From an optimization exercise on the open Yosys and OpenROAD flow, aimed at small area, a short achievable clock period and few clock cycles; shortcuts taken in it are not production practice.
At most, simulation tests tie the RTL to the original design; equivalence was not proved.
The RTL of run 2 was laid out without a check of its function.
Power figures rest on the tool's default switching activity, not on a simulated workload.

$ cat flow/config.mk
export PLATFORM = sky130hd
export DESIGN_NAME = cpu16
export DESIGN_NICKNAME = cpu16
export VERILOG_FILES = /design/flow/design.v
export SDC_FILE = /design/flow/constraint.sdc
export NUM_CORES = 4
export LEC_CHECK = 0
export CAP_MARGIN = 20
export CORE_MARGIN = 2
export CORE_UTILIZATION = 40
export SLEW_MARGIN = 20
$ cat flow/constraint.sdc
create_clock -name core_clock -period 6.0 [get_ports {clk}]
set_input_delay 1.2000 -clock core_clock [delete_from_list [all_inputs] [get_ports {clk}]]
set_output_delay 1.2000 -clock core_clock [all_outputs]
set_load 0.01 [all_outputs]
$ cat flow/design.v
`timescale 1ns/1ps
module cpu16 (
	input  logic clk,
	input  logic arstN,
	output logic iCyc,
	output logic iStb,
	output logic [15:0] iAdr,
	input  logic iAck,
	input  logic [15:0] iDatR,
	output logic dCyc,
	output logic dStb,
	output logic dWe,
	output logic [15:0] dAdr,
	output logic [15:0] dDatW,
	input  logic dAck,
	input  logic [15:0] dDatR,
	output logic halted,
	output logic err
);
	logic [15:0] pc;
	logic [15:0] rf [8];
	logic [7:0] rfValid;    
	logic stopped;
	logic errR;
	logic wEn;              
	logic wLoad;            
	logic [2:0] wDest;
	logic mReq;             
	logic mWe;
	logic [15:0] res;       
	logic [15:0] sDat;      
	logic stall;
	logic [15:0] wVal;
	logic wCommit;
	assign stall = mReq && !dAck;
	assign wVal = wLoad ? dDatR : res;
	assign wCommit = wEn && !stall;
	always_ff @(posedge clk) begin
		if (wCommit) rf[wDest] <= wVal;
	end
	always_ff @(posedge clk or negedge arstN) begin
		if (!arstN) rfValid <= '0;
		else if (wCommit) rfValid[wDest] <= 1'b1;
	end
	logic [15:0] ins;
	logic [4:0] op;
	logic [2:0] rs, rt;
	logic [15:0] rsRf, rtRf, a, b;
	logic [15:0] imm5, imm8;
	logic isAddi, isSubi, isBeqz, isBnez, isSt, isLd, isAlu, isHalt, isNop, isIll;
	logic exec;
	logic sub, useImm, logicOp, regWe, memOp, taken, stop;
	logic [15:0] opB, sum, result, pcNext;
	assign ins = iDatR;
	assign op = ins[15:11];
	assign rs = ins[10:8];
	assign rt = ins[7:5];
	assign imm5 = {{11{ins[4]}}, ins[4:0]};
	assign imm8 = {{8{ins[7]}}, ins[7:0]};
	assign isHalt = op == 5'b00000;
	assign isNop  = op == 5'b00001;
	assign isAddi = op == 5'b01000;
	assign isSubi = op == 5'b01001;
	assign isBeqz = op == 5'b01100;
	assign isBnez = op == 5'b01101;
	assign isSt   = op == 5'b10000;
	assign isLd   = op == 5'b10001;
	assign isAlu  = op == 5'b11011;
	assign isIll  = !(isHalt || isNop || isAddi || isSubi || isBeqz || isBnez ||
		isSt || isLd || isAlu);
	assign stop = isHalt || isIll;
	assign exec = iAck && !stall && !stopped;
	assign rsRf = rfValid[rs] ? rf[rs] : 16'h0000;
	assign rtRf = rfValid[rt] ? rf[rt] : 16'h0000;
	assign a = (wEn && wDest == rs) ? wVal : rsRf;
	assign b = (wEn && wDest == rt) ? wVal : rtRf;
	assign useImm = isAddi || isSubi || isSt || isLd;
	assign sub = isSubi || (isAlu && ins[1:0] == 2'b01);
	assign logicOp = isAlu && ins[1];
	assign opB = useImm ? imm5 : b;
	assign sum = opB + (sub ? ~a : a) + {15'b0, sub};
	assign result = logicOp ? (ins[0] ? (a & ~b) : (a ^ b)) : sum;
	assign regWe = isAddi || isSubi || isLd || isAlu;
	assign memOp = isLd || isSt;
	assign taken = (isBeqz && a == 16'h0000) || (isBnez && a != 16'h0000);
	assign pcNext = taken ? pc + 16'd2 + imm8 : pc + 16'd2;
	always_ff @(posedge clk or negedge arstN) begin
		if (!arstN) begin
			pc <= '0;
			stopped <= 1'b0;
			errR <= 1'b0;
			wEn <= 1'b0;
			mReq <= 1'b0;
		end else begin
			if (exec) begin
				pc <= pcNext;
				if (stop) begin
					stopped <= 1'b1;
					errR <= isIll;
				end
			end
			if (!stall) begin
				wEn <= exec && regWe;
				mReq <= exec && memOp;
			end
		end
	end
	always_ff @(posedge clk) begin
		if (exec) begin
			wLoad <= isLd;
			wDest <= isAlu ? ins[4:2] : ins[7:5];
			mWe <= isSt;
			res <= result;
			sDat <= b;
		end
	end
	assign iCyc = !stopped;
	assign iStb = !stopped;
	assign iAdr = pc;
	assign dCyc = mReq;
	assign dStb = mReq;
	assign dWe = mWe;
	assign dAdr = res;
	assign dDatW = sDat;
	assign halted = stopped;
	assign err = errR;
endmodule
$ cat flow/run.sh
#!/bin/bash
# synth_recipe.tcl (not shown) runs the flow's synth.tcl, then flattens the netlist and writes it again
# the make line also repeats each setting of config.mk as NAME=value (left out here)
make -C /OpenROAD-flow-scripts/flow DESIGN_CONFIG=/design/flow/config.mk WORK_HOME=/design/flow/orfs CLKGATE_MAP_FILE= SYNTH_SCRIPT=/design/flow/synth_recipe.tcl finish
==> results of run 1 <==
## sequential cells by signal, indices dropped and copies added, names as in the netlist
signal and flops:
wEn 1, mReq 1, stopped 1, sDat 16, errR 1, mWe 1
pc 16, res 16, rf 128, wDest 3, wLoad 1, rfValid 8
## critical path, delay by kind of cell
| family | cells | cell delay, ps |
|---|---|---|
| AO/OA/AOI/OAI | 9 | 2050 |
| buffers and inverters | 1 | 700 |
| multiplexers | 2 | 590 |
| AND/OR/NAND/NOR | 3 | 440 |
| adder cells (fa/ha/maj) | 1 | 420 |
## final cells by class
class	count	share of cell area, %
clock buffers	17	3.11
multi-input cells	620	40.3
clock inverters	15	1.72
repair buffers	125	8.42
inverters	58	1.59
well taps	384	3.51
flip-flops and latches	193	41.3
## through the flow
stage / hold slack, ps / utilization, %
detailed placement: 472 / 45.4
global placement: 467 / 45.4
finish: 485 / 47.7
global route: 498 / 47.7
floorplan: 439 / -
CTS: 487 / 47.7
## kinds of logic (layout without fill, tap and decap cells)
logic type               count (synthesis)  after routing
AO/OA/AOI/OAI                          199            199
flip-flops                             193            193
multiplexers                           132            132
XOR/XNOR                                59             59
buffers and inverters                  116            215
adder cells (fa/ha/maj)                 51             51
AND/OR/NAND/NOR                        179            179
## metal layers
layer,vias up,GRT usage [%],wire length [µm]
met5,-,0,0
met4,0,7.67,805
li1,3744,-,-
met2,235,33.4,14700
met3,38,2.70,1480
met1,3997,27.2,13100
## power by group
part	total (mW)	switching (mW)	internal [mW]
logic	1.02	0.544	0.480
registers	1.61	0.0755	1.54
clock network	1.26	0.651	0.607
total	3.90	1.27	2.62
## cell usage in the layout (no fill, tap or decap), types with 5 or more instances in the layout
master and count:
a21o_1 14, buf_4 34, mux2i_1 59, ha_1 49, o22ai_1 22, xor2_1 21
clkbuf_16 17, nand4_1 12, edfxtp_1 165, nand2_1 39, o21bai_1 7, o21ai_1 7
nor2_1 48, buf_2 5, or3_1 8, inv_1 57, o21a_1 6, nand3_1 15
xnor2_1 38, o22a_1 12, and3_1 15, dfrtp_1 28, mux4_2 68, a211oi_1 13
a21oi_1 51, inv_12 7, o21ai_0 37, nor3_1 14, clkdlybuf4s50_1 85
## worst min-delay path by stage
stage                     cells past startpoint              startpoint                endpoint  slack, ps
after floorplan                               1  rfValid[3]$_DFFE_PN0P_  rfValid[3]$_DFFE_PN0P_        440
after global placement                        1      pc[15]$_DFFE_PN0P_      pc[15]$_DFFE_PN0P_        470
after detailed placement                      1      pc[15]$_DFFE_PN0P_      pc[15]$_DFFE_PN0P_        470
after CTS                                     1      pc[15]$_DFFE_PN0P_      pc[15]$_DFFE_PN0P_        490
after global routing                          1      pc[15]$_DFFE_PN0P_      pc[15]$_DFFE_PN0P_        500
final                                         1      pc[15]$_DFFE_PN0P_      pc[15]$_DFFE_PN0P_        490
==> results by group, run 1 <==
Timing
  – Max frequency: 0.195 GHz
  – Final Setup Violations: 0
  – Final worst slack: ~870 ps
  – Worst-Margin Slew: slightly above 800 ps
  – Relative slew slack: roughly 43%
  – Final Hold Vio Count: 0
  – RSZ-0062 raised after global routing: false
  – Clk_skew: about 17 ps
  – Tmin final: about 5100 ps
  – Final period util: 85.5%
  – Final setup TNS: 0 ps
  – Slew Limit Fails: 0

Routing
  – DR vias: roughly 8000
  – DR vias/cell: 5.68
  – Drt drc: 0
  – DR iter-0 viols: 611
  – Antenna-violating nets left: 0
  – DR WL/cell: 21.3 µm
  – Final wirelength: between 30000 and 40000 µm
  – DR pass1 iterations: 5

Critical path
  – Critical path class: in -> reg
  – CP Launch Type: input port
  – CP Launch Point: iDatR[10]
  – Crit-path max FO: 6
  – Arr. time, crit path: roughly 5400 ps
  – Crit path required time: between 6000 and 7000 ps
  – Cells on worst reg2reg path: 14
  – Reg-to-reg endpoint: res[12]$_DFFE_PP_
  – Worst R2R Start: wLoad$_DFFE_PP_
  – CP peak stage delay: 700 ps
  – Slowest cell on the critical path: clkdlybuf4s50_1
  – Critical path, cell by cell: clkdlybuf4s50_1 > mux4_2 > mux2i_1 > nor3_1 > o22ai_1 > nand2_1 > fa_1 > a21o_1 > a21oi_1 > o21bai_1 > a21oi_1 > o21ai_0 > a211oi_1 > o21ai_0 > and3_1 > o31ai_1
  – CP Capture Point: res[12]$_DFFE_PP_
  – Reg2Reg Setup Slack: approximately 1300 ps
  – Crit end category: flop

Floorplan
  – FP Rows: between 60 and 70
  – Io pins: between 90 and 100
  – Initial Utilization: between 40% and 50%
  – Die Width: about 170 µm
  – Die ar.: ~30000 µm²
  – Die H: ~170 µm
  – Core Area: 28700 µm²

Place
  – Placer Congestion: around 0.89
  – PortBufs: 90
  – Place WS: 452 ps
  – Cell area after placement: about 13000 µm²
  – Hpwl dp: about 22000 µm
  – DP Cell Count: about 1400

Logic synthesis
  – Compound-cell area share of the yosys netlist: 10.8%
  – Primary FF master, synth: edfxtp_1
  – Synth top area cells: edfxtp_1 43%, mux4_2 13%, dfrtp_1 6.0%, ha_1 5.3%, mux2i_1 5.1%
  – Seq/Total Area, Yosys: between 40% and 50%
  – Post-synth EDFFs: approximately 170
  – Yosys top cell area share: a little over two fifths
  – Avg Inst Size Synth: 12.5 µm²
  – Seq cells post-synth: slightly below 200
  – Post-synthesis mux area share: about a fifth
  – Xor and xnor area share after synthesis: approximately 4.4%
  – Synthesized cell area: 11600 µm²
  – Syn Inst Count: between 900 and 1000
  – Largest family of logic cells by synthesized area: multiplexers
  – Count leader, synth: edfxtp_1
  – Post-Synth Adder-Cell Area: approximately 5.6%
  – Yosys top cell by area: edfxtp_1
  – Distinct cells, synth: 61
  – Synth top cells by count: 165 x edfxtp_1, 68 x mux4_2, 59 x mux2i_1
  – Post-synth ARST share: approximately 15%
  – YS warnings: 1
  – Mapped Nets: between 1000 and 1500
  – Simple-gate share of the synthesized area: 7.68%

Global routing
  – Global route overflow: 0
  – Total GRT Usage: 20.2%
  – Pin count of the biggest net entering global routing: 32
  – Initial antenna violation count: 0
  – First-pass GRT wire length: about 46000 µm
  – Number of global-route vias before repair: just under 8000

CTS
  – Clock transition at path regs: about 90 ps
  – CTS buffer count: 17
  – CTS tree: done
  – Clock Path Buffers: 2
  – Postcts setup bufs: 0
  – Clk root buf: clkbuf_16
  – Clock Latency Late Sink: 450 ps
  – CTS-repair resized insts: 0
  – CTS Sinks: 193
  – Cts hold-fix bufs: 0
  – H-Tree Depth: 4

Pwr
  – Maximum vdd drop: about 0.20 mV
  – Pwr dens: roughly 280 nW/µm²
  – LEAKAGE: 5.20 nW
  – Power Total: 3.90 mW

Cells and area
  – Final net count: 1102
  – Register area: 5660 µm²
  – FILL cells: between 2000 and 3000
  – Share of layout cells above drive strength 1: 15.6%
  – Fin area: around 14000 µm²
  – Inserted Diodes: 0
  – Non-filler cells in the finished layout: 1412
  – Synth-to-Final Area Change: 17.4%
  – Area occupied by multi-input gates: roughly 5500 µm²

Hold path
  – Hold WC Path Type: reg -> reg

Flow run
  – Max Cap Violations: 0

Run status
  – Status: complete, no violations
Testbench counts, summed over its fixed seeds: cycles 70,213.
==> run 2: changes to the inputs <==
--- a/flow/design.v
+++ b/flow/design.v
@@ -45,7 +45,7 @@
 	logic [15:0] ins;
 	logic [4:0] op;
 	logic [2:0] rs, rt;
-	logic [15:0] rsRf, rtRf, a, b;
+	logic [15:0] a, b;
 	logic [15:0] imm5, imm8;
 	logic isAddi, isSubi, isBeqz, isBnez, isSt, isLd, isAlu, isHalt, isNop, isIll;
 	logic exec;
@@ -70,10 +70,20 @@
 		isSt || isLd || isAlu);
 	assign stop = isHalt || isIll;
 	assign exec = iAck && !stall && !stopped;
-	assign rsRf = rfValid[rs] ? rf[rs] : 16'h0000;
-	assign rtRf = rfValid[rt] ? rf[rt] : 16'h0000;
-	assign a = (wEn && wDest == rs) ? wVal : rsRf;
-	assign b = (wEn && wDest == rt) ? wVal : rtRf;
+	logic fwdA, fwdB;
+	logic [7:0] hotA, hotB;
+	assign fwdA = wEn && wDest == rs;
+	assign fwdB = wEn && wDest == rt;
+	always_comb begin
+		a = {16{fwdA}} & wVal;
+		b = {16{fwdB}} & wVal;
+		for (int i = 0; i < 8; i++) begin
+			hotA[i] = rs == 3'(i) && rfValid[i] && !fwdA;
+			hotB[i] = rt == 3'(i) && rfValid[i] && !fwdB;
+			a = a | ({16{hotA[i]}} & rf[i]);
+			b = b | ({16{hotB[i]}} & rf[i]);
+		end
+	end
 	assign useImm = isAddi || isSubi || isSt || isLd;
 	assign sub = isSubi || (isAlu && ins[1:0] == 2'b01);
 	assign logicOp = isAlu && ins[1];
--- a/flow/config.mk
+++ b/flow/config.mk
@@ -8,4 +8,5 @@
 export CAP_MARGIN = 20
 export CORE_MARGIN = 2
 export CORE_UTILIZATION = 40
+export SETUP_SLACK_MARGIN = 1.5
 export SLEW_MARGIN = 20
==> results by group, run 2 <==
Logic synthesis
  – Mapped Nets: 1112 (+9.4%)
  – Syn Inst Count: 1024 (+10%)
  – Seq/Total Area, Yosys: 49.7% (+1.2 points)
  – Seq cells post-synth: 193 (unchanged)
  – Primary FF master, synth: edfxtp_1
  – Synth top area cells: edfxtp_1 44%, dfrtp_1 6.2%, ha_1 5.5%, xnor2_1 3.9%, mux2i_1 3.5%
  – Synth top cells by count: 165 x edfxtp_1, 58 x inv_1, 52 x nor2_1
  – Avg Inst Size Synth: 11.1 µm² (-11%)
  – Distinct cells, synth: 73 (+20%)
  – Yosys top cell area share: 43.6% (+1.0 points)
  – Count leader, synth: edfxtp_1
  – Post-synth EDFFs: 165 (unchanged)
  – Yosys top cell by area: edfxtp_1
  – Post-synth ARST share: 14.5% (unchanged)
  – Synthesized cell area: 11400 µm² (-2.3%)
  – YS warnings: 1 (unchanged)

Floorplan
  – Core Area: 27900 µm² (-2.9%)
  – Initial Utilization: 40.8% (+0.26 points)
  – Io pins: 91 (unchanged)
  – Die Width: 173 µm (-1.1%)
  – FP Rows: 61 (-1.6%)
  – Die ar.: 29800 µm² (-2.3%)
  – Die H: 173 µm (-1.1%)

Pwr
  – Combinational Power Share: 26.9% (+0.6 points)
  – LEAKAGE: 5.51 nW (+5.9%)
  – Seq pwr share: 42.3% (+0.9 points)
  – Power Total: 3.80 mW (-2.3%)
  – Switching Fraction: 30.9% (-1.7 points)
  – Switching power: 1.18 mW (-7.4%)
  – Internal power: 2.63 mW (+0.12%)
  – Pwr dens: 268 nW/µm² (-6.0%)
  – Maximum vdd drop: 0.241 mV (+20%)
  – Proportion of power drawn by the clock network: 30.8% (-1.5 points)

Cells and area
  – Final net count: 1257 (+14%)
  – Top reg by flops: rf
  – FILL cells: 2418 (-5.1%)
  – Fin area: 14200 µm² (+3.9%)
  – Fin util: 51.0% (+3.4 points)
  – Commonest non-fill, non-tap cell in the layout: edfxtp_1
  – Inserted Diodes: 0 (unchanged)
  – Share of layout cells above drive strength 1: 18.9% (+3.3 points)
  – Most frequent cells in the layout: 165 x edfxtp_1, 96 x buf_4, 83 x clkdlybuf4s50_1
  – Max reg flops: 128 (unchanged)
  – Synth-to-Final Area Change: 24.9%

Timing
  – Worst-Margin Slew: 683 ps (-147 ps)
  – Final Hold Vio Count: 0 (unchanged)
  – Final setup TNS: 0 ps (unchanged)
  – Relative slew slack: 54.3% (+11 points)
  – RSZ-0062 raised after global routing: true
  – Tmin final: 4550 ps (-582 ps)
  – Final worst slack: 1450 ps (+582 ps)
  – Slew Limit Fails: 0 (unchanged)
  – Max frequency: 0.220 GHz (+13%)
  – Final Setup Violations: 0 (unchanged)
  – Final period util: 75.8% (-9.7 points)
  – Clk_skew: 11.9 ps (-5.33 ps)

Critical path
  – CP Launch Point: iDatR[7]
  – CP Launch Type: input port
  – Critical path class: in -> reg
  – Crit-path max FO: 15 (+9)
  – Arr. time, crit path: 4860 ps (-550 ps)
  – CP Capture Point: res[15]$_DFFE_PP_
  – Reg2Reg Setup Slack: 1550 ps (+250 ps)
  – Cells on worst reg2reg path: 20 (+6)
  – Crit end category: flop
  – Worst R2R Start: wDest[2]$_DFFE_PP_
  – Crit path required time: 6310 ps (+30 ps)
  – Reg-to-reg endpoint: res[15]$_DFFE_PP_

Routing
  – DR vias/cell: 5.86 (+3.3%)
  – DR WL/cell: 21.3 µm (-0.22%)
  – DR iter-0 viols: 1166 (+91%)
  – DR pass1 iterations: 9 (+4)
  – Final wirelength: 33200 µm (+10%)
  – DR vias: 9147 (+14%)
  – Antenna-violating nets left: 0 (unchanged)
  – Drt drc: 0 (unchanged)

CTS
  – Cts hold-fix bufs: 0 (unchanged)
  – H-Tree Depth: 4 (unchanged)
  – Clock Latency Late Sink: 450 ps (about the same)
  – Clock Path Buffers: 2 (unchanged)
  – CTS tree: done
  – CTS Sinks: 193 (unchanged)
  – Clock transition at path regs: 80 ps (about the same)
  – Clk root buf: clkbuf_16
  – CTS buffer count: 17 (unchanged)

Global routing
  – Number of global-route vias before repair: 8577 (+8.3%)
  – Total GRT Usage: 21.9% (+1.7 points)
  – First-pass GRT wire length: 50800 µm (+9.9%)
  – Initial antenna violation count: 0 (unchanged)
  – Pin count of the biggest net entering global routing: 36 (+13%)
  – Global route overflow: 0 (unchanged)

Place
  – Place WS: 317 ps (-135 ps)
  – Cell area after placement: 12900 µm² (-0.94%)
  – Placer Congestion: 0.923 (+3.9%)
  – Hpwl dp: 24400 µm (+9.1%)
  – PortBufs: 90 (unchanged)

Hold path
  – Hold WC Path Type: reg -> reg

Flow run
  – Max Cap Violations: 0 (unchanged)

Run status
  – Status: complete, no violations
==> run 2: cell families after synthesis <==
logic type / count (synthesis) / synth area share [%]
buffers and inverters: 127 / 4.74
adders and majority gates: 52 / 5.85
xor gates and xnor gates: 60 / 4.95
DFF: 193 / 49.7
AOI/OAI and AO/OA: 276 / 17.5
muxes: 50 / 4.54
and+or+nand+nor: 266 / 12.7
==> run 2: repair_timing <==
action / 4_1_cts / 5_1_grt
setup buffers: 37 / 18
pin swaps: 42 / 41
endpoints found under the setup margin: 27 / 19
resized for setup: 69 / 37
==> run 2: worst min-delay path by stage <==
stage                                start                      to  slack [ps]  cells past startpoint
finish                 stopped$_DFFE_PN0P_     stopped$_DFFE_PN0P_         510                      1
global route              errR$_DFFE_PN0P_        errR$_DFFE_PN0P_         550                      2
CTS                    stopped$_DFFE_PN0P_     stopped$_DFFE_PN0P_         510                      1
detailed placement     stopped$_DFFE_PN0P_     stopped$_DFFE_PN0P_         490                      1
global placement       stopped$_DFFE_PN0P_     stopped$_DFFE_PN0P_         490                      1
floorplan           rfValid[6]$_DFFE_PN0P_  rfValid[6]$_DFFE_PN0P_         460                      1
==> run 2: power groups by stage <==
stage / Clock [mW] / Combinational [mW] / Sequential, mW
floorplan: 0 / 0.657 / 1.64
global placement: 0 / 0.960 / 1.64
detailed placement: 0 / 0.966 / 1.64
CTS: 1.20 / 0.998 / 1.61
global route: 1.25 / 1.13 / 1.62
finish: 1.17 / 1.02 / 1.61
==> run 2: per-stage QoR <==
step,hold slack [ps],std cells
floorplan,456,1024
global placement,488,1473
detailed placement,487,1473
CTS,505,1542
global route,553,1560
finish,509,1560
==> run 2: cell type report <==
class                           count  area, µm²  share of cell area (%)
Timing Repair Buffer              194       1710                    12.0
Inverter                           59        224                    1.58
Tap cell                          378        473                    3.33
Sequential cell                   193       5660                    39.8
Clock buffer                       18        429                    3.02
Clock inverter                     14        186                    1.31
Multi-Input combinational cell    704       5540                    38.9
==> run 2: routing by layer <==
| layer | vias to the layer above | part of all wire (%) | track usage [%] |
|---|---|---|---|
| li1 | 4247 | - | - |
| met1 | 4468 | 47 | 31.9 |
| met2 | 393 | 45 | 33.4 |
| met3 | 39 | 6.9 | 3.94 |
| met4 | 0 | 1.8 | 6.13 |
| met5 | - | 0 | 0 |
==> run 2: worst max-delay path: stages <==
cell and delay [ps]:
buf_12 110, xnor2_4 200, buf_4 150, buf_4 100, and4_4 220, nor3b_2 50
buf_6 160, a22o_1 230, a221oi_1 250, and3_2 320, a21oi_1 90, ha_1 350
a21oi_2 140, o21bai_1 90, a21o_1 170, a21oi_2 130, nor2_1 60, a211oi_2 210
o31ai_4 130, or4_1 410, nand3_1 80
==> run 3: changes to the inputs <==
--- a/flow/design.v
+++ b/flow/design.v
@@ -88,7 +88,22 @@
 	assign sub = isSubi || (isAlu && ins[1:0] == 2'b01);
 	assign logicOp = isAlu && ins[1];
 	assign opB = useImm ? imm5 : b;
-	assign sum = opB + (sub ? ~a : a) + {15'b0, sub};
+	function automatic logic [15:0] addFast(input logic [15:0] x, input logic [15:0] y,
+		input logic inv);
+		logic [15:0] p, gg, pp;
+		p = x ^ y ^ {16{inv}};
+		gg = y & (x ^ {16{inv}});
+		gg[0] = gg[0] | (p[0] & inv);
+		pp = p;
+		for (int d = 1; d < 16; d = d * 2) begin
+			for (int i = 15; i >= d; i--) begin
+				gg[i] = gg[i] | (pp[i] & gg[i - d]);
+				pp[i] = pp[i] & pp[i - d];
+			end
+		end
+		addFast = p ^ {gg[14:0], inv};
+	endfunction
+	assign sum = addFast(a, opB, sub);
 	assign result = logicOp ? (ins[0] ? (a & ~b) : (a ^ b)) : sum;
 	assign regWe = isAddi || isSubi || isLd || isAlu;
 	assign memOp = isLd || isSt;
--- a/flow/config.mk
+++ b/flow/config.mk
@@ -8,5 +8,5 @@
 export CAP_MARGIN = 20
 export CORE_MARGIN = 2
 export CORE_UTILIZATION = 40
-export SETUP_SLACK_MARGIN = 1.5
+export SETUP_SLACK_MARGIN = 2.0
 export SLEW_MARGIN = 20
==> results by group, run 3 <==
Cells and area
  – Top reg by flops: rf
  – Synth-to-Final Area Change: 38.1%
  – Share of layout cells above drive strength 1: 29.8% (+11 points)
  – FILL cells: 2280 (-5.7%)
  – Most frequent cells in the layout: 165 x edfxtp_1, 122 x buf_4, 81 x nand2_1
  – Area occupied by multi-input gates: 6430 µm² (+16%)
  – Fin util: 56.2% (+5.1 points)
  – Final net count: 1392 (+11%)
  – Max reg flops: 128 (unchanged)
  – Register area: 5660 µm² (unchanged)
  – Commonest non-fill, non-tap cell in the layout: edfxtp_1
  – Inserted Diodes: 0 (unchanged)

Pwr
  – LEAKAGE: 6.24 nW (+13%)
  – Maximum vdd drop: 0.193 mV (-20%)
  – Pwr dens: 254 nW/µm² (-5.3%)

Place
  – Placer Congestion: 0.951 (+3.0%)
  – Hpwl dp: 25900 µm (+6.2%)
  – PortBufs: 90 (unchanged)

Logic synthesis
  – Synthesized cell area: 11700 µm² (+2.6%)
  – Post-synth ARST share: 14.5% (unchanged)
  – Avg Inst Size Synth: 10.6 µm² (-4.6%)
  – Seq cells post-synth: 193 (unchanged)
  – Synth top cells by count: 165 x edfxtp_1, 88 x nand2_1, 83 x a22oi_1
  – Synth top area cells: edfxtp_1 42%, dfrtp_1 6.0%, a22oi_1 5.3%, ha_1 4.0%, xnor2_1 3.0%
  – Seq/Total Area, Yosys: 48.5% (-1.3 points)
  – Yosys top cell by area: edfxtp_1
  – Post-Synth Adder-Cell Area: 4.57% (-1.3 points)
  – Count leader, synth: edfxtp_1
  – Syn Inst Count: 1101 (+7.5%)
  – YS warnings: 1 (unchanged)
  – Simple-gate share of the synthesized area: 13.1% (+0.45 points)
  – Xor and xnor area share after synthesis: 6.00% (+1.1 points)
  – Largest family of logic cells by synthesized area: compound AO/OA/AOI/OAI gates
  – Mapped Nets: 1175 (+5.7%)
  – Distinct cells, synth: 87 (+19%)
  – Primary FF master, synth: edfxtp_1
  – Compound-cell area share of the yosys netlist: 18.4% (+0.93 points)
  – Post-synth EDFFs: 165 (unchanged)
  – Yosys top cell area share: 42.5% (-1.1 points)
  – Post-synthesis mux area share: 3.97% (-0.58 points)

Critical path
  – Crit path required time: 6310 ps (about the same)
  – Crit end category: flop
  – Critical path class: in -> reg
  – Slowest cell on the critical path: maj3_2
  – Crit-path most repeated cell: buf_12
  – CP Buf/Inv Count: 5 (+1)
  – Crit-path max FO: 6 (-9)
  – Arr. time, crit path: 4500 ps (-360 ps)
  – Critical path, cell by cell: buf_12 > buf_12 > xor2_4 > nor4_4 > buf_6 > buf_12 > nand2b_4 > o31ai_4 > xor2_2 > xnor2_2 > ha_2 > inv_2 > o221ai_2 > a31oi_2 > maj3_2 > o21bai_4 > nand2_2 > o41ai_4 > mux2_4 > o21ai_2
  – CP Launch Type: input port
  – CP peak stage delay: 360 ps (-50 ps)
  – Top delay family on crit path: compound AO/OA/AOI/OAI gates

Global routing
  – Number of global-route vias before repair: 9646 (+12%)
  – Pin count of the biggest net entering global routing: 32 (-11%)
  – Global route overflow: 0 (unchanged)
  – Initial antenna violation count: 0 (unchanged)
  – Total GRT Usage: 25.0% (+3.1 points)
  – First-pass GRT wire length: 58000 µm (+14%)

Floorplan
  – Io pins: 91 (unchanged)
  – Die ar.: 30600 µm² (+2.5%)
  – Die Width: 175 µm (+1.3%)
  – FP Rows: 62 (+1.6%)
  – Core Area: 28700 µm² (+3.0%)
  – Die H: 175 µm (+1.3%)
  – Initial Utilization: 40.7% (-0.17 points)

CTS
  – CTS tree: done
  – H-Tree Depth: 4 (unchanged)
  – CTS Sinks: 193 (unchanged)
  – Clock Path Buffers: 2 (unchanged)
  – CTS buffer count: 17 (unchanged)
  – Clk root buf: clkbuf_16
  – Clock transition at path regs: 80 ps (about the same)
  – Clock Latency Late Sink: 450 ps (about the same)

Timing
  – RSZ-0062 raised after global routing: true
  – Slew Limit Fails: 0 (unchanged)
  – Relative slew slack: 37.3% (-17 points)
  – Final setup TNS: 0 ps (unchanged)
  – Final Setup Violations: 0 (unchanged)
  – Final period util: 69.8% (-6.0 points)
  – Worst-Margin Slew: 939 ps (+257 ps)
  – Final Hold Vio Count: 0 (unchanged)
  – Max frequency: 0.239 GHz (+8.6%)
  – Tmin final: 4190 ps (-361 ps)
  – Clk_skew: 16.7 ps (+4.81 ps)

Routing
  – DR vias/cell: 6.09 (+3.9%)
  – Drt drc: 0 (unchanged)
  – DR WL/cell: 23.1 µm (+8.6%)
  – DR pass1 iterations: 7 (-2)
  – DR vias: 10400 (+14%)
  – Antenna-violating nets left: 0 (unchanged)
  – DR iter-0 viols: 1318 (+13%)
  – Final wirelength: 39600 µm (+19%)

Flow run
  – Max Cap Violations: 0 (unchanged)

Run status
  – Status: complete, no violations

Hold path
  – Hold WC Path Type: reg -> reg
## run 3: worst paths after layout
check / slack, ps / from / end / cells past startpoint
worst max-delay path: 1810 / iDatR[9] / res[14]$_DFFE_PP_ / 20
worst min-delay path: 470 / pc[15]$_DFFE_PN0P_ / pc[15]$_DFFE_PN0P_ / 1
worst max register to register: 1940 / wDest[1]$_DFFE_PP_ / res[14]$_DFFE_PP_ / 17
worst min register to register: 470 / pc[15]$_DFFE_PN0P_ / pc[15]$_DFFE_PN0P_ / 1
max in group asynchronous: 4560 / arstN / pc[1]$_DFFE_PN0P_ / 2
min in group asynchronous: 1140 / arstN / rfValid[7]$_DFFE_PN0P_ / 2
## run 3: area by class of cell
cell class / instances / share of cell area, %
clock buffers: 17 / 2.64
clock inverters: 15 / 1.26
inverters: 79 / 1.86
multi-input cells: 760 / 39.9
flip-flops and latches: 193 / 35.1
well taps: 384 / 2.98
repair buffers: 267 / 16.3
## run 3: power by group
| group | total (mW) | internal, mW | switching (mW) |
|---|---|---|---|
| combinational | 1.25 | 0.598 | 0.649 |
| sequential | 1.62 | 1.54 | 0.0836 |
| clock | 1.22 | 0.611 | 0.605 |
## run 3: cell families (layout without fill, tap and decap cells)
logic type | after synthesis | after routing
buffers and inverters | 148 | 378
adders and majority gates | 43 | 43
muxes | 44 | 44
DFF | 193 | 193
xor gates and xnor gates | 74 | 74
and+or+nand+nor | 295 | 295
AOI/OAI and AO/OA | 304 | 304
## run 3: layer usage
metal,GRT usage (%),wire length (µm),vias to the layer above,share of wire (%)
met5,0,0,-,0
met4,9.20,1380,0,3.5
met3,4.68,3600,111,9.1
met2,39.3,18200,614,46
met1,34.6,16500,5124,42
li1,-,-,4599,-
## run 3: through the flow
stage	hold WS [ps]	power (mW)	cell area, µm²	cells	setup WS [ps]
floorplan	433	2.33	11800	1101	1590
global placement	456	2.66	13300	1558	479
detailed placement	462	2.68	13300	1558	467
CTS	477	3.98	15200	1671	1870
global route	501	4.27	16100	1715	1700
finish	469	4.09	16100	1715	1810
## run 3: worst reg2reg max path, delay by kind of cell, from the launching register on
family | cells | cell delay, ps
muxes | 2 | 670
adders and majority gates | 2 | 570
DFF | 1 | 670
and+or+nand+nor | 2 | 300
AOI/OAI and AO/OA | 7 | 1090
buffers and inverters | 2 | 200
xor gates and xnor gates | 2 | 440
## run 3: repair_timing
| item | CTS | global route |
|---|---|---|
| hold buffers | 0 | 0 |
| endpoints found under the setup margin | 30 | 25 |
| resized for setup | 180 | 120 |
| pin swaps | 48 | 78 |
| buffers inserted | 77 | 40 |
| cloned | 4 | 4 |
Testbench counts of run 3, summed over its fixed seeds: cycles 70,213.
==> run 4: changes to the inputs <==
--- a/flow/design.v
+++ b/flow/design.v
@@ -72,18 +72,21 @@
 	assign exec = iAck && !stall && !stopped;
 	logic fwdA, fwdB;
 	logic [7:0] hotA, hotB;
+	logic [15:0] rdA, rdB;
 	assign fwdA = wEn && wDest == rs;
 	assign fwdB = wEn && wDest == rt;
 	always_comb begin
-		a = {16{fwdA}} & wVal;
-		b = {16{fwdB}} & wVal;
+		rdA = '0;
+		rdB = '0;
 		for (int i = 0; i < 8; i++) begin
-			hotA[i] = rs == 3'(i) && rfValid[i] && !fwdA;
-			hotB[i] = rt == 3'(i) && rfValid[i] && !fwdB;
-			a = a | ({16{hotA[i]}} & rf[i]);
-			b = b | ({16{hotB[i]}} & rf[i]);
+			hotA[i] = rs == 3'(i) && rfValid[i];
+			hotB[i] = rt == 3'(i) && rfValid[i];
+			rdA = rdA | ({16{hotA[i]}} & rf[i]);
+			rdB = rdB | ({16{hotB[i]}} & rf[i]);
 		end
 	end
+	assign a = fwdA ? wVal : rdA;
+	assign b = fwdB ? wVal : rdB;
 	assign useImm = isAddi || isSubi || isSt || isLd;
 	assign sub = isSubi || (isAlu && ins[1:0] == 2'b01);
 	assign logicOp = isAlu && ins[1];
==> flow/flow/run.sh (new file) <==
#!/bin/bash
# The standard layout, with buf_2 as the buffer that buffer_ports puts on
# every input and output port. make's full output goes to standard.log.
set -euo pipefail
bash standard.sh "BUFFER_PORTS_ARGS=-buffer_cell sky130_fd_sc_hd__buf_2" finish > standard.log 2>&1
==> flow/standard.sh (new file) <==
#!/bin/bash
# synth_recipe.tcl (not shown) runs the flow's synth.tcl, then flattens the netlist and writes it again
# the make line also repeats each setting of config.mk as NAME=value (left out here)
make -C /OpenROAD-flow-scripts/flow DESIGN_CONFIG=/design/flow/config.mk WORK_HOME=/design/flow/orfs CLKGATE_MAP_FILE= SYNTH_SCRIPT=/design/flow/synth_recipe.tcl "${@:-finish}"
--- a/flow/config.mk
+++ b/flow/config.mk
@@ -8,5 +8,6 @@
 export CAP_MARGIN = 20
 export CORE_MARGIN = 2
 export CORE_UTILIZATION = 40
-export SETUP_SLACK_MARGIN = 2.0
+export SETUP_SLACK_MARGIN = 2.3
 export SLEW_MARGIN = 20
+export TNS_END_PERCENT = 5
removed: flow/run.sh
==> results by group, run 4 <==
Critical path
  – CP Launch Type: input port
  – Reg2Reg Setup Slack: 2030 ps (+90 ps)
  – Crit path required time: 6210 ps (-100 ps)
  – CP peak stage delay: 330 ps (-30 ps)
  – Critical path class: in -> reg
  – Critical path, cell by cell: buf_12 > and4b_1 > buf_12 > a22o_1 > a221oi_2 > a41oi_2 > mux2_4 > xor2_1 > ha_2 > a21oi_2 > nor2b_2 > o221ai_2 > nand3_1 > a31oi_2 > maj3_2 > a21oi_4 > maj3_2 > mux2i_1
  – Arr. time, crit path: 4440 ps (-60 ps)
  – Critical path depth in cells: 18 (-10%)
  – Crit end category: flop
  – Crit-path max FO: 11 (+5)
  – Worst R2R Start: pc[3]$_DFFE_PN0P_
  – CP Capture Point: res[14]$_DFFE_PP_
  – Top delay family on crit path: compound AO/OA/AOI/OAI gates
  – Cells on worst reg2reg path: 16 (-1)
  – Slowest cell on the critical path: mux2_4
  – Reg-to-reg endpoint: pc[15]$_DFFE_PN0P_
  – CP Buf/Inv Count: 2 (-3)
  – CP Launch Point: iDatR[5]

Timing
  – Final period util: 70.4% (+0.65 points)
  – Relative slew slack: 28.5% (-8.8 points)
  – Final setup TNS: 0 ps (unchanged)
  – Final Hold Vio Count: 0 (unchanged)
  – Worst-Margin Slew: 1070 ps (+134 ps)
  – Final Setup Violations: 0 (unchanged)
  – Slew Limit Fails: 0 (unchanged)
  – Clk_skew: 21.8 ps (+5.11 ps)
  – Tmin final: 4220 ps (+39.2 ps)
  – Max frequency: 0.237 GHz (-0.93%)
  – RSZ-0062 raised after global routing: true

Pwr
  – Seq pwr share: 42.8% (+3.1 points)
  – Switching power: 1.24 mW (-7.5%)
  – LEAKAGE: 5.57 nW (-11%)
  – Maximum vdd drop: 0.149 mV (-23%)
  – Power Total: 3.78 mW (-7.5%)
  – Combinational Power Share: 26.2% (-4.3 points)
  – Proportion of power drawn by the clock network: 31.0% (+1.2 points)
  – Switching Fraction: 32.7% (about the same)
  – Pwr dens: 268 nW/µm² (+5.7%)
  – Internal power: 2.54 mW (-7.5%)

Routing
  – DR vias: 9349 (-11%)
  – Drt drc: 0 (unchanged)
  – Final wirelength: 35500 µm (-10%)
  – Antenna-violating nets left: 0 (unchanged)
  – DR pass1 iterations: 7 (unchanged)
  – DR iter-0 viols: 1082 (-18%)
  – DR WL/cell: 22.5 µm (-2.7%)
  – DR vias/cell: 5.92 (-2.8%)

Logic synthesis
  – Yosys top cell by area: edfxtp_1
  – Synthesized cell area: 11300 µm² (-3.0%)
  – Avg Inst Size Synth: 10.8 µm² (+2.2%)
  – Mapped Nets: 1118 (-4.9%)
  – Yosys top cell area share: 43.8% (+1.3 points)
  – Synth top cells by count: 165 x edfxtp_1, 93 x nand2_1, 74 x inv_1
  – Seq/Total Area, Yosys: 50.0% (+1.5 points)
  – Post-synth ARST share: 14.5% (unchanged)
  – Primary FF master, synth: edfxtp_1
  – Post-synth EDFFs: 165 (unchanged)
  – Seq cells post-synth: 193 (unchanged)
  – Distinct cells, synth: 75 (-14%)
  – Syn Inst Count: 1045 (-5.1%)
  – YS warnings: 1 (unchanged)
  – Count leader, synth: edfxtp_1
  – Synth top area cells: edfxtp_1 44%, dfrtp_1 6.2%, a22oi_1 4.4%, ha_1 4.0%, xnor2_1 3.7%

Floorplan
  – Core Area: 27900 µm² (-2.9%)
  – Io pins: 91 (unchanged)
  – Die Width: 172 µm (-1.5%)
  – Initial Utilization: 40.6% (about the same)
  – Die ar.: 29700 µm² (-2.9%)
  – FP Rows: 61 (-1.6%)
  – Die H: 172 µm (-1.5%)

Cells and area
  – Inserted Diodes: 0 (unchanged)
  – FILL cells: 2410 (+5.7%)
  – Most frequent cells in the layout: 165 x edfxtp_1, 91 x nand2_1, 85 x buf_2, 85 x buf_4, 73 x inv_1
  – Area occupied by multi-input gates: 5620 µm² (-13%)
  – Register area: 5660 µm² (unchanged)
  – Commonest non-fill, non-tap cell in the layout: edfxtp_1
  – Fin area: 14100 µm² (-12%)
  – Max reg flops: 128 (unchanged)
  – Top reg by flops: rf
  – Final net count: 1261 (-9.4%)
  – Fin util: 50.7% (-5.5 points)
  – Synth-to-Final Area Change: 24.7%
  – Share of layout cells above drive strength 1: 28.1% (-1.8 points)

CTS
  – Clock Latency Late Sink: 460 ps (about the same)
  – CTS tree: done
  – Clk root buf: clkbuf_16
  – CTS Sinks: 193 (unchanged)
  – Cts hold-fix bufs: 0 (unchanged)
  – CTS buffer count: 17 (unchanged)
  – Clock Path Buffers: 2 (unchanged)
  – Clock transition at path regs: 90 ps (about the same)
  – H-Tree Depth: 4 (unchanged)

Global routing
  – Pin count of the biggest net entering global routing: 33 (+3.1%)
  – Number of global-route vias before repair: 9060 (-6.1%)
  – First-pass GRT wire length: 53100 µm (-8.4%)
  – Global route overflow: 0 (unchanged)
  – Total GRT Usage: 24.1% (-0.94 points)
  – Initial antenna violation count: 0 (unchanged)

Place
  – Placer Congestion: 0.850 (-11%)
  – PortBufs: 90 (unchanged)
  – Cell area after placement: 12300 µm² (-7.4%)
  – Hpwl dp: 23300 µm (-10%)

Flow run
  – Max Cap Violations: 0 (unchanged)

Run status
  – Status: complete, no violations

Hold path
  – Hold WC Path Type: reg -> reg
## run 4: worst min-delay path by stage
stage / startpoint / endpoint / slack, ps / depth (start not counted)
2_1_floorplan: rfValid[5]$_DFFE_PN0P_ / rfValid[5]$_DFFE_PN0P_ / 430 / 1
3_3_place_gp: errR$_DFFE_PN0P_ / errR$_DFFE_PN0P_ / 460 / 1
3_5_place_dp: pc[15]$_DFFE_PN0P_ / pc[15]$_DFFE_PN0P_ / 460 / 1
4_1_cts: pc[15]$_DFFE_PN0P_ / pc[15]$_DFFE_PN0P_ / 480 / 1
5_1_grt: errR$_DFFE_PN0P_ / errR$_DFFE_PN0P_ / 500 / 1
6_report: pc[15]$_DFFE_PN0P_ / pc[15]$_DFFE_PN0P_ / 480 / 1
## run 4: worst register-to-register path: cells and delay by family (launching register included)
kind                       cells  cell delay, ps
AOI/OAI and AO/OA              4            1210
and+or+nand+nor                8            1320
xor gates and xnor gates       3             530
DFF                            1             440
adders and majority gates      1             350
## run 4: per-stage QoR
stage	hold slack, ps	std cells	worst slack, ps
after floorplan	435	1045	1550
after global placement	460	1471	744
after detailed placement	460	1471	605
after CTS	480	1564	1830
after global routing	503	1579	1640
final	476	1579	1780
## run 4: routing by layer
layer	vias to the layer above	routed length (µm)	global-route usage (%)
li1	4223	-	-
met1	4571	14600	32.2
met2	473	16600	38.7
met3	82	3160	5.15
met4	0	1180	8.70
met5	-	0	0
## run 4: timing repair
item | 4_1_cts | 5_1_grt
pin swaps | 60 | 23
cloned | 3 | 0
resized for setup | 109 | 22
setup buffers | 58 | 15
setup endpoints to repair | 31 | 29
## run 4: logic make-up (layout without fill, tap and decap cells)
group	after synthesis	in the layout	share of synthesized area, %
xor gates and xnor gates	83	83	6.42
and+or+nand+nor	252	252	11.2
buffers and inverters	145	301	5.58
adders and majority gates	42	42	4.62
DFF	193	193	50.0
muxes	36	36	3.27
AOI/OAI and AO/OA	294	294	18.9
## run 4: layout make-up
| type | instances | share of cell area [%] |
|---|---|---|
| Timing Repair Buffer | 195 | 10.4 |
| Sequential cell | 193 | 40.1 |
| Tap cell | 378 | 3.35 |
| Clock inverter | 15 | 1.31 |
| Multi-Input combinational cell | 707 | 39.8 |
| Inverter | 74 | 1.97 |
| Clock buffer | 17 | 3.01 |
## run 4: power groups by stage
stage	sequential (mW)	clock, mW	combinational (mW)
after floorplan	1.65	0	0.645
after detailed placement	1.65	0	0.901
final	1.62	1.17	0.991
after global routing	1.63	1.22	1.11
after CTS	1.62	1.18	0.970
after global placement	1.65	0	0.889
Testbench counts of run 4, summed over its fixed seeds: cycles 70,213.
==> run 5: changes to the inputs <==
--- a/flow/design.v
+++ b/flow/design.v
@@ -27,11 +27,18 @@
 	logic [2:0] wDest;
 	logic mReq;             
 	logic mWe;
+	logic [7:0] resLo;      
+	logic [7:0] xHi, yHi;   
+	logic cLo;              
+	logic wLogic, wAndn;    
 	logic [15:0] res;       
 	logic [15:0] sDat;      
 	logic stall;
 	logic [15:0] wVal;
 	logic wCommit;
+	logic [7:0] resHi;
+	assign resHi = wLogic ? (wAndn ? (xHi & ~yHi) : (xHi ^ yHi)) : (xHi + yHi + {7'b0, cLo});
+	assign res = {resHi, resLo};
 	assign stall = mReq && !dAck;
 	assign wVal = wLoad ? dDatR : res;
 	assign wCommit = wEn && !stall;
@@ -50,7 +57,7 @@
 	logic isAddi, isSubi, isBeqz, isBnez, isSt, isLd, isAlu, isHalt, isNop, isIll;
 	logic exec;
 	logic sub, useImm, logicOp, regWe, memOp, taken, stop;
-	logic [15:0] opB, sum, result, pcNext;
+	logic [15:0] opB, pcNext;
 	assign ins = iDatR;
 	assign op = ins[15:11];
 	assign rs = ins[10:8];
@@ -91,26 +98,17 @@
 	assign sub = isSubi || (isAlu && ins[1:0] == 2'b01);
 	assign logicOp = isAlu && ins[1];
 	assign opB = useImm ? imm5 : b;
-	function automatic logic [15:0] addFast(input logic [15:0] x, input logic [15:0] y,
-		input logic inv);
-		logic [15:0] p, gg, pp;
-		p = x ^ y ^ {16{inv}};
-		gg = y & (x ^ {16{inv}});
-		gg[0] = gg[0] | (p[0] & inv);
-		pp = p;
-		for (int d = 1; d < 16; d = d * 2) begin
-			for (int i = 15; i >= d; i--) begin
-				gg[i] = gg[i] | (pp[i] & gg[i - d]);
-				pp[i] = pp[i] & pp[i - d];
-			end
-		end
-		addFast = p ^ {gg[14:0], inv};
-	endfunction
-	assign sum = addFast(a, opB, sub);
-	assign result = logicOp ? (ins[0] ? (a & ~b) : (a ^ b)) : sum;
+	logic [15:0] aX;
+	logic [8:0] sumLo;
+	logic [7:0] resultLo;
+	assign aX = sub ? ~a : a;
+	assign sumLo = {1'b0, opB[7:0]} + {1'b0, aX[7:0]} + {8'b0, sub};
+	assign resultLo = logicOp ? (ins[0] ? (a[7:0] & ~b[7:0]) : (a[7:0] ^ b[7:0])) : sumLo[7:0];
 	assign regWe = isAddi || isSubi || isLd || isAlu;
 	assign memOp = isLd || isSt;
-	assign taken = (isBeqz && a == 16'h0000) || (isBnez && a != 16'h0000);
+	logic aZero;
+	assign aZero = fwdA ? wVal == 16'h0000 : rdA == 16'h0000;
+	assign taken = (isBeqz && aZero) || (isBnez && !aZero);
 	assign pcNext = taken ? pc + 16'd2 + imm8 : pc + 16'd2;
 	always_ff @(posedge clk or negedge arstN) begin
 		if (!arstN) begin
@@ -138,7 +136,12 @@
 			wLoad <= isLd;
 			wDest <= isAlu ? ins[4:2] : ins[7:5];
 			mWe <= isSt;
-			res <= result;
+			resLo <= resultLo;
+			cLo <= sumLo[8];
+			xHi <= aX[15:8];
+			yHi <= opB[15:8];
+			wLogic <= logicOp;
+			wAndn <= ins[0];
 			sDat <= b;
 		end
 	end
==> results by group, run 5 <==
Timing
  – RSZ-0062 raised after global routing: true
  – Final period util: 62.9% (-7.5 points)
  – Final setup TNS: 0 ps (unchanged)
  – Final Hold Vio Count: 0 (unchanged)
  – Worst-Margin Slew: 997 ps (-76.4 ps)
  – Tmin final: 3770 ps (-450 ps)
  – Max frequency: 0.265 GHz (+12%)
  – Final Setup Violations: 0 (unchanged)
  – Hold_ws: 478 ps (+1.95 ps)
  – Slew Limit Fails: 0 (unchanged)
  – Clk_skew: 18.6 ps (-3.18 ps)
  – Relative slew slack: 33.4% (+5.0 points)

Logic synthesis
  – Synth top cells by count: 176 x edfxtp_1, 107 x a22oi_1, 75 x nand2_1
  – Seq/Total Area, Yosys: 51.2% (+1.3 points)
  – Synthesized cell area: 11700 µm² (+3.2%)
  – Seq cells post-synth: 204 (+5.7%)
  – Post-synthesis mux area share: 3.31% (+0.037 points)
  – Compound-cell area share of the yosys netlist: 17.6% (-1.3 points)
  – Post-Synth Adder-Cell Area: 5.82% (+1.2 points)
  – Avg Inst Size Synth: 11.1 µm² (+2.6%)
  – Simple-gate share of the synthesized area: 13.3% (+2.0 points)
  – Syn Inst Count: 1052 (+0.67%)
  – Yosys top cell area share: 45.2% (+1.5 points)
  – Xor and xnor area share after synthesis: 4.20% (-2.2 points)
  – Primary FF master, synth: edfxtp_1
  – Mapped Nets: 1140 (+2.0%)
  – Distinct cells, synth: 76 (+1.3%)
  – Largest family of logic cells by synthesized area: compound AO/OA/AOI/OAI gates
  – Synth top area cells: edfxtp_1 45%, a22oi_1 6.9%, dfrtp_1 6.0%, ha_1 5.1%, xnor2_1 3.3%
  – Post-synth EDFFs: 176 (+6.7%)
  – Yosys top cell by area: edfxtp_1
  – Post-synth ARST share: 13.7% (-0.78 points)
  – YS warnings: 1 (unchanged)
  – Count leader, synth: edfxtp_1

Cells and area
  – Commonest non-fill, non-tap cell in the layout: edfxtp_1
  – Area occupied by multi-input gates: 5460 µm² (-2.9%)
  – Inserted Diodes: 0 (unchanged)
  – Fin util: 48.1% (-2.6 points)
  – Register area: 5990 µm² (+5.8%)
  – Registers with the most flip-flops: rf: 128 flops, pc: 16 flops, sDat: 16 flops
  – Fin area: 13800 µm² (-2.2%)
  – Share of layout cells above drive strength 1: 21.3% (-6.7 points)
  – Final net count: 1243 (-1.4%)
  – Top reg by flops: rf
  – Most frequent cells in the layout: 176 x edfxtp_1, 105 x a22oi_1, 85 x buf_2
  – Non-filler cells in the finished layout: 1556 (-1.5%)
  – Synth-to-Final Area Change: 18.1%
  – Max reg flops: 128 (unchanged)
  – FILL cells: 2593 (+7.6%)

CTS
  – CTS tree: done
  – Clock Latency Late Sink: 540 ps (+80 ps)
  – CTS buffer count: 24 (+7)
  – CTS Sinks: 204 (+5.7%)
  – Clk root buf: clkbuf_16
  – Cts hold-fix bufs: 0 (unchanged)
  – H-Tree Depth: 1 (-3)
  – Clock Path Buffers: 3 (+1)
  – Clock transition at path regs: 60 ps (-30 ps)

Global routing
  – Global Route met3 Usage: 3.79% (-1.4 points)
  – Gr busiest metal: met2
  – Pin count of the biggest net entering global routing: 50 (+52%)
  – M1 GR Usage: 31.0% (-1.2 points)
  – First-pass GRT wire length: 52400 µm (-1.4%)
  – Total GRT Usage: 22.1% (-2.0 points)
  – Global route overflow: 0 (unchanged)
  – Initial antenna violation count: 0 (unchanged)
  – M2 GR Usage: 35.0% (-3.7 points)
  – Number of global-route vias before repair: 8859 (-2.2%)

Routing
  – DR pass1 iterations: 7 (unchanged)
  – DR vias/cell: 5.89 (-0.52%)
  – Antenna-violating nets left: 0 (unchanged)
  – Final wirelength: 34200 µm (-3.8%)
  – Drt drc: 0 (unchanged)
  – DR vias: 9165 (-2.0%)
  – DR iter-0 viols: 1082 (unchanged)
  – DR WL/cell: 22.0 µm (-2.4%)

Pwr
  – Seq pwr share: 41.5% (-1.3 points)
  – Switching power: 1.25 mW (+1.2%)
  – Proportion of power drawn by the clock network: 34.3% (+3.3 points)
  – Pwr dens: 300 nW/µm² (+12%)
  – LEAKAGE: 5.33 nW (-4.4%)
  – Combinational Power Share: 24.2% (-2.0 points)
  – Maximum vdd drop: 0.193 mV (+30%)
  – Switching Fraction: 30.2% (-2.5 points)
  – Internal power: 2.89 mW (+14%)

Floorplan
  – Die ar.: 30600 µm² (+3.2%)
  – Io pins: 91 (unchanged)
  – Die H: 175 µm (+1.6%)
  – Die Width: 175 µm (+1.6%)
  – Core Area: 28700 µm² (+3.0%)
  – FP Rows: 62 (+1.6%)
  – Initial Utilization: 40.7% (+0.082 points)

Hold path
  – Hold WC Path Type: reg -> reg

Critical path
  – Critical path, cell by cell: fa_2 > fa_2 > nand2b_4 > a21oi_1 > o21a_1 > o31ai_4 > inv_1 > buf_2
  – Critical path class: reg -> out
  – Crit path required time: 4800 ps (-1410 ps)
  – Crit-path most repeated cell: fa_2
  – Crit-path max FO: 3 (-8)
  – Slowest cell on the critical path: fa_2
  – Arr. time, crit path: 2570 ps (-1870 ps)
  – Crit end category: output pin
  – CP peak stage delay: 430 ps (+100 ps)
  – CP Launch Type: flop

Place
  – Hpwl dp: 23200 µm (-0.45%)
  – PortBufs: 90 (unchanged)
  – Cell area after placement: 12600 µm² (+2.4%)
  – DP Cell Count: 1485 (+0.95%)
  – Placer Congestion: 0.880 (+3.5%)

Run status
  – Status: complete, no violations

Flow run
  – Max Cap Violations: 0 (unchanged)
run 5: cell count changes in the layout (fill, tap and decap cells not counted), moves of 16 or more:
| cell | previous run | this run |
|---|---|---|
| buf_4 | 85 | 48 |
| xor2_1 | 31 | 12 |
| nand2_1 | 91 | 75 |
| a22oi_1 | 61 | 105 |
| inv_1 | 73 | 56 |
run 5: area by class of cell:
| type | instances | area share, % |
|---|---|---|
| multi-input cells | 727 | 39.6 |
| well taps | 384 | 3.48 |
| clock inverters | 15 | 1.08 |
| inverters | 57 | 1.55 |
| repair buffers | 141 | 6.48 |
| clock buffers | 28 | 4.46 |
| flip-flops and latches | 204 | 43.4 |
run 5: logic make-up (layout without fill, tap and decap cells):
kind of cell,count (synthesis),after routing
simple gates,289,289
mux,37,37
fa+ha+maj,52,52
buf+inv,121,241
compound gates,293,293
xor+xnor,56,56
flops,204,204
run 5: worst paths after layout:
check,startpoint,to,slack (ps),cells past startpoint
worst max-delay path,cLo$_DFFE_PP_,dAdr[12],2230,8
worst min-delay path,pc[15]$_DFFE_PN0P_,pc[15]$_DFFE_PN0P_,480,1
worst max register to register,cLo$_DFFE_PP_,pc[15]$_DFFE_PN0P_,2280,15
worst min register to register,pc[15]$_DFFE_PN0P_,pc[15]$_DFFE_PN0P_,480,1
max in group asynchronous,arstN,rfValid[6]$_DFFE_PN0P_,4840,1
min in group asynchronous,arstN,pc[3]$_DFFE_PN0P_,700,1
run 5: timing repair:
item,CTS,global route
buffers inserted,22,6
pin swaps,13,8
endpoints found under the setup margin,27,26
resized for setup,32,20
run 5: worst max-delay path: cells and delay by family, from the launching register on:
family / cells / cell delay, ps
compound gates: 3 / 510
fa+ha+maj: 2 / 810
buf+inv: 2 / 210
flops: 1 / 420
simple gates: 1 / 90
run 5: power by group through the flow:
stage / clock, mW / combinational (mW) / sequential (mW)
after global placement: 0 / 0.949 / 1.74
after CTS: 1.44 / 0.985 / 1.72
after global routing: 1.50 / 1.11 / 1.73
after floorplan: 0 / 0.684 / 1.75
final: 1.42 / 1.00 / 1.72
after detailed placement: 0 / 0.953 / 1.75
run 5: routing by layer:
metal  routed length, µm  part of all wire [%]
met5                   0                     0
met4                1130                   3.3
met3                2850                   8.3
met2               15500                    45
met1               14700                    43
run 5: per-stage QoR:
step / worst slack, ps / power, mW
2_1_floorplan: 1930 / 2.43
3_3_place_gp: 1120 / 2.69
3_5_place_dp: 1090 / 2.70
4_1_cts: 2190 / 4.14
5_1_grt: 2070 / 4.34
6_report: 2230 / 4.14
Testbench counts of run 5, summed over its fixed seeds: cycles 70,213.
==> run 6: changes to the inputs <==
--- a/flow/config.mk
+++ b/flow/config.mk
@@ -7,7 +7,7 @@
 export LEC_CHECK = 0
 export CAP_MARGIN = 20
 export CORE_MARGIN = 2
-export CORE_UTILIZATION = 40
+export CORE_UTILIZATION = 70
 export SETUP_SLACK_MARGIN = 2.3
 export SLEW_MARGIN = 20
 export TNS_END_PERCENT = 5
==> results by group, run 6 <==
Cells and area
  – Inserted Diodes: 0 (unchanged)
  – FILL cells: 952 (-63%)
  – Commonest non-fill, non-tap cell in the layout: edfxtp_1
  – Most frequent cells in the layout: 176 x edfxtp_1, 104 x a22oi_1, 84 x buf_2
  – Max reg flops: 128 (unchanged)
  – Register area: 5990 µm² (unchanged)
  – Area occupied by multi-input gates: 5490 µm² (+0.64%)
  – Share of layout cells above drive strength 1: 22.3% (+0.95 points)
  – Registers with the most flip-flops: rf: 128 flops, pc: 16 flops, sDat: 16 flops
  – Top reg by flops: rf
  – Synth-to-Final Area Change: 16.7%
  – Final net count: 1248 (+0.40%)

Routing
  – DR iter-0 viols: 1507 (+39%)
  – DR pass1 iterations: 7 (unchanged)
  – DR vias: 9837 (+7.3%)
  – DR vias/cell: 7.05 (+20%)
  – Final wirelength: 33700 µm (-1.4%)
  – Antenna-violating nets left: 0 (unchanged)
  – DR WL/cell: 24.1 µm (+9.9%)
  – Drt drc: 0 (unchanged)

Pwr
  – Pwr dens: 304 nW/µm² (+1.2%)
  – Power Total: 4.14 mW (about the same)
  – LEAKAGE: 5.35 nW (+0.40%)
  – Maximum vdd drop: 0.267 mV (+38%)

Timing
  – Max frequency: 0.265 GHz (-0.16%)
  – RSZ-0062 raised after global routing: true
  – Tmin final: 3780 ps (+5.88 ps)
  – Final Hold Vio Count: 0 (unchanged)
  – Clk_skew: 23.0 ps (+4.32 ps)
  – Final period util: 63.0% (+0.098 points)
  – Worst-Margin Slew: 915 ps (-82.0 ps)
  – Relative slew slack: 38.9% (+5.5 points)
  – Final Setup Violations: 0 (unchanged)
  – Slew Limit Fails: 0 (unchanged)
  – Final setup TNS: 0 ps (unchanged)

Logic synthesis
  – Synth top cells by count: 176 x edfxtp_1, 107 x a22oi_1, 75 x nand2_1
  – YS warnings: 1 (unchanged)
  – Synth top area cells: edfxtp_1 45%, a22oi_1 6.9%, dfrtp_1 6.0%, ha_1 5.1%, xnor2_1 3.3%
  – Distinct cells, synth: 76 (unchanged)
  – Post-synth EDFFs: 176 (unchanged)
  – Mapped Nets: 1140 (unchanged)
  – Synthesized cell area: 11700 µm² (unchanged)
  – Seq/Total Area, Yosys: 51.2% (unchanged)
  – Post-synth ARST share: 13.7% (unchanged)
  – Primary FF master, synth: edfxtp_1
  – Yosys top cell by area: edfxtp_1
  – Avg Inst Size Synth: 11.1 µm² (unchanged)
  – Count leader, synth: edfxtp_1
  – Yosys top cell area share: 45.2% (unchanged)
  – Syn Inst Count: 1052 (unchanged)
  – Seq cells post-synth: 204 (unchanged)

Critical path
  – Crit path required time: 4800 ps (about the same)
  – CP Launch Point: cLo$_DFFE_PP_
  – CP Buf/Inv Count: 2 (unchanged)
  – Arr. time, crit path: 2580 ps (about the same)
  – Worst R2R Start: cLo$_DFFE_PP_
  – CP Launch Type: flop
  – CP peak stage delay: 440 ps (about the same)
  – Crit-path most repeated cell: fa_2
  – Top delay family on crit path: adder cells
  – Cells on worst reg2reg path: 13 (-2)
  – Crit end category: output pin
  – Slowest cell on the critical path: fa_2
  – Crit-path max FO: 3 (unchanged)
  – Critical path depth in cells: 8 (unchanged)
  – Critical path, cell by cell: fa_2 > fa_2 > nand2b_4 > a21oi_2 > o21a_1 > o31ai_4 > inv_1 > buf_2
  – Critical path class: reg -> out

Global routing
  – Pin count of the biggest net entering global routing: 46 (-8.0%)
  – Total GRT Usage: 37.3% (+15 points)
  – Global route overflow: 0 (unchanged)
  – First-pass GRT wire length: 50600 µm (-3.5%)
  – Initial antenna violation count: 0 (unchanged)
  – Number of global-route vias before repair: 9210 (+4.0%)

Floorplan
  – Die ar.: 17700 µm² (-42%)
  – Die Width: 133 µm (-24%)
  – Io pins: 91 (unchanged)
  – Initial Utilization: 71.0% (+30 points)
  – Core Area: 16500 µm² (-43%)
  – FP Rows: 47 (-24%)
  – Die H: 133 µm (-24%)

CTS
  – Clock Path Buffers: 3 (unchanged)
  – Clk root buf: clkbuf_16
  – Cts hold-fix bufs: 0 (unchanged)
  – CTS buffer count: 22 (-8.3%)
  – CTS tree: done
  – H-Tree Depth: 1 (unchanged)
  – Clock Latency Late Sink: 510 ps (-30 ps)
  – Clock transition at path regs: 70 ps (about the same)
  – CTS Sinks: 204 (unchanged)

Hold path
  – Hold WC Path Type: reg -> reg
  – Hold Crit Start: rfValid[1]$_DFFE_PN0P_
  – Hold path depth: 1 (unchanged)

Run status
  – Status: complete, no violations

Place
  – PortBufs: 90 (unchanged)
  – Hpwl dp: 21400 µm (-7.5%)
  – Placer Congestion: 0.938 (+6.6%)

Flow run
  – Max Cap Violations: 0 (unchanged)
==> run 6: kinds of logic after synthesis <==
kind of cell / after synthesis / share of synthesized area, %
compound gates: 293 / 17.6
simple gates: 289 / 13.3
flops: 204 / 51.2
buf+inv: 121 / 4.58
xor+xnor: 56 / 4.20
fa+ha+maj: 52 / 5.82
mux: 37 / 3.31
==> run 6: stage by stage <==
stage | worst slack, ps | hold slack (ps) | instance area [µm²] | std cells | utilization, %
after CTS | 2260 | 482 | 13500 | 1384 | 81.8
after global placement | 1270 | 461 | 12300 | 1319 | 74.9
final | 2220 | 484 | 13600 | 1396 | 82.8
after global routing | 2150 | 490 | 13600 | 1396 | 82.8
after detailed placement | 1220 | 465 | 12300 | 1319 | 74.9
after floorplan | 1930 | 433 | 11800 | 1052 | -
==> run 6: cell type report <==
type	instances	share of cell area [%]
well taps	220	2.02
clock buffers	27	4.33
inverters	57	1.57
flip-flops and latches	204	43.9
repair buffers	146	6.66
clock inverters	13	1.26
multi-input cells	729	40.3
==> run 6: worst paths after layout <==
check                                         end  slack (ps)
min                        rfValid[1]$_DFFE_PN0P_         480
min in group asynchronous       pc[9]$_DFFE_PN0P_         710
max in group asynchronous  rfValid[7]$_DFFE_PN0P_        4860
max reg2reg                    pc[11]$_DFFE_PN0P_        2310
min reg2reg                rfValid[1]$_DFFE_PN0P_         480
max                                      dAdr[12]        2220
==> run 6: repair_timing <==
item	CTS	global route
setup endpoints to repair	25	23
buffers inserted	23	12
cloned	2	0
endpoints found under the hold margin	0	0
pin swaps	12	20
resized for setup	44	20
==> run 6: power by group <==
part           leakage (nW)  internal, mW  switching, mW
Clock                 0.372         0.874          0.546
Combinational          3.03         0.425          0.580
Sequential             1.95          1.64         0.0807
Total                  5.35          2.94           1.21
==> run 6: worst register-to-register path: stages (launching register included) <==
cell	delay, ps
edfxtp_1	430
fa_2	440
fa_2	440
or2_2	320
a31o_4	270
nor4b_4	260
o2111ai_2	160
nor4_2	190
buf_4	180
buf_4	120
o211ai_4	180
and2_4	300
a21oi_1	150
o22ai_1	100
==> run 6: routing by layer <==
layer	vias to the layer above	wire length, µm	track usage, %
met5	-	0	0
met4	0	1940	18.7
met3	163	4060	6.39
met2	794	15400	59.3
met1	4661	12300	50.4
li1	4219	-	-

[port drivers added, routing unchanged]
No port has a modelled driver above. Below, the same layouts with a new extraction and two added sets of constraints. Step 1 sets driving cells, clkbuf_16 on the clock port and buf_2 on the other inputs (assumed; they add their load-dependent delay and slew). Step 2 times the ports against the registers' clock, not the clock port: input delays grow and output delays shrink by t, the midpoint of the rising clock arrivals with the driver on. Slacks: ideal / step 1 / step 2; pairs: ideal / step 1.
run | shift t [ns] | slack for setup (ns) | worst data-port slew with drivers (ns) | cell pins on the clock port's net
run 1 | 0.495 | 0.871 / 0.899 / 0.404 | 0.06 | 1
run 2 | 0.498 | 1.453 / 1.463 / 0.965 | 0.07 | 1
run 3 | 0.493 | 1.814 / 1.817 / 1.324 | 0.06 | 1
run 4 | 0.499 | 1.775 / 1.725 / 1.226 | 0.12 | 1
run 5 | 0.575 | 2.225 / 2.176 / 1.703 | 0.05 | 1
run 6 | 0.547 | 2.220 / 2.170 / 1.734 | 0.05 | 1
After both steps setup and hold are still met in every run listed. For run 4, which loses most, drivers alone change the setup slack by -0.050 ns; drivers and shift together by -0.549 ns.
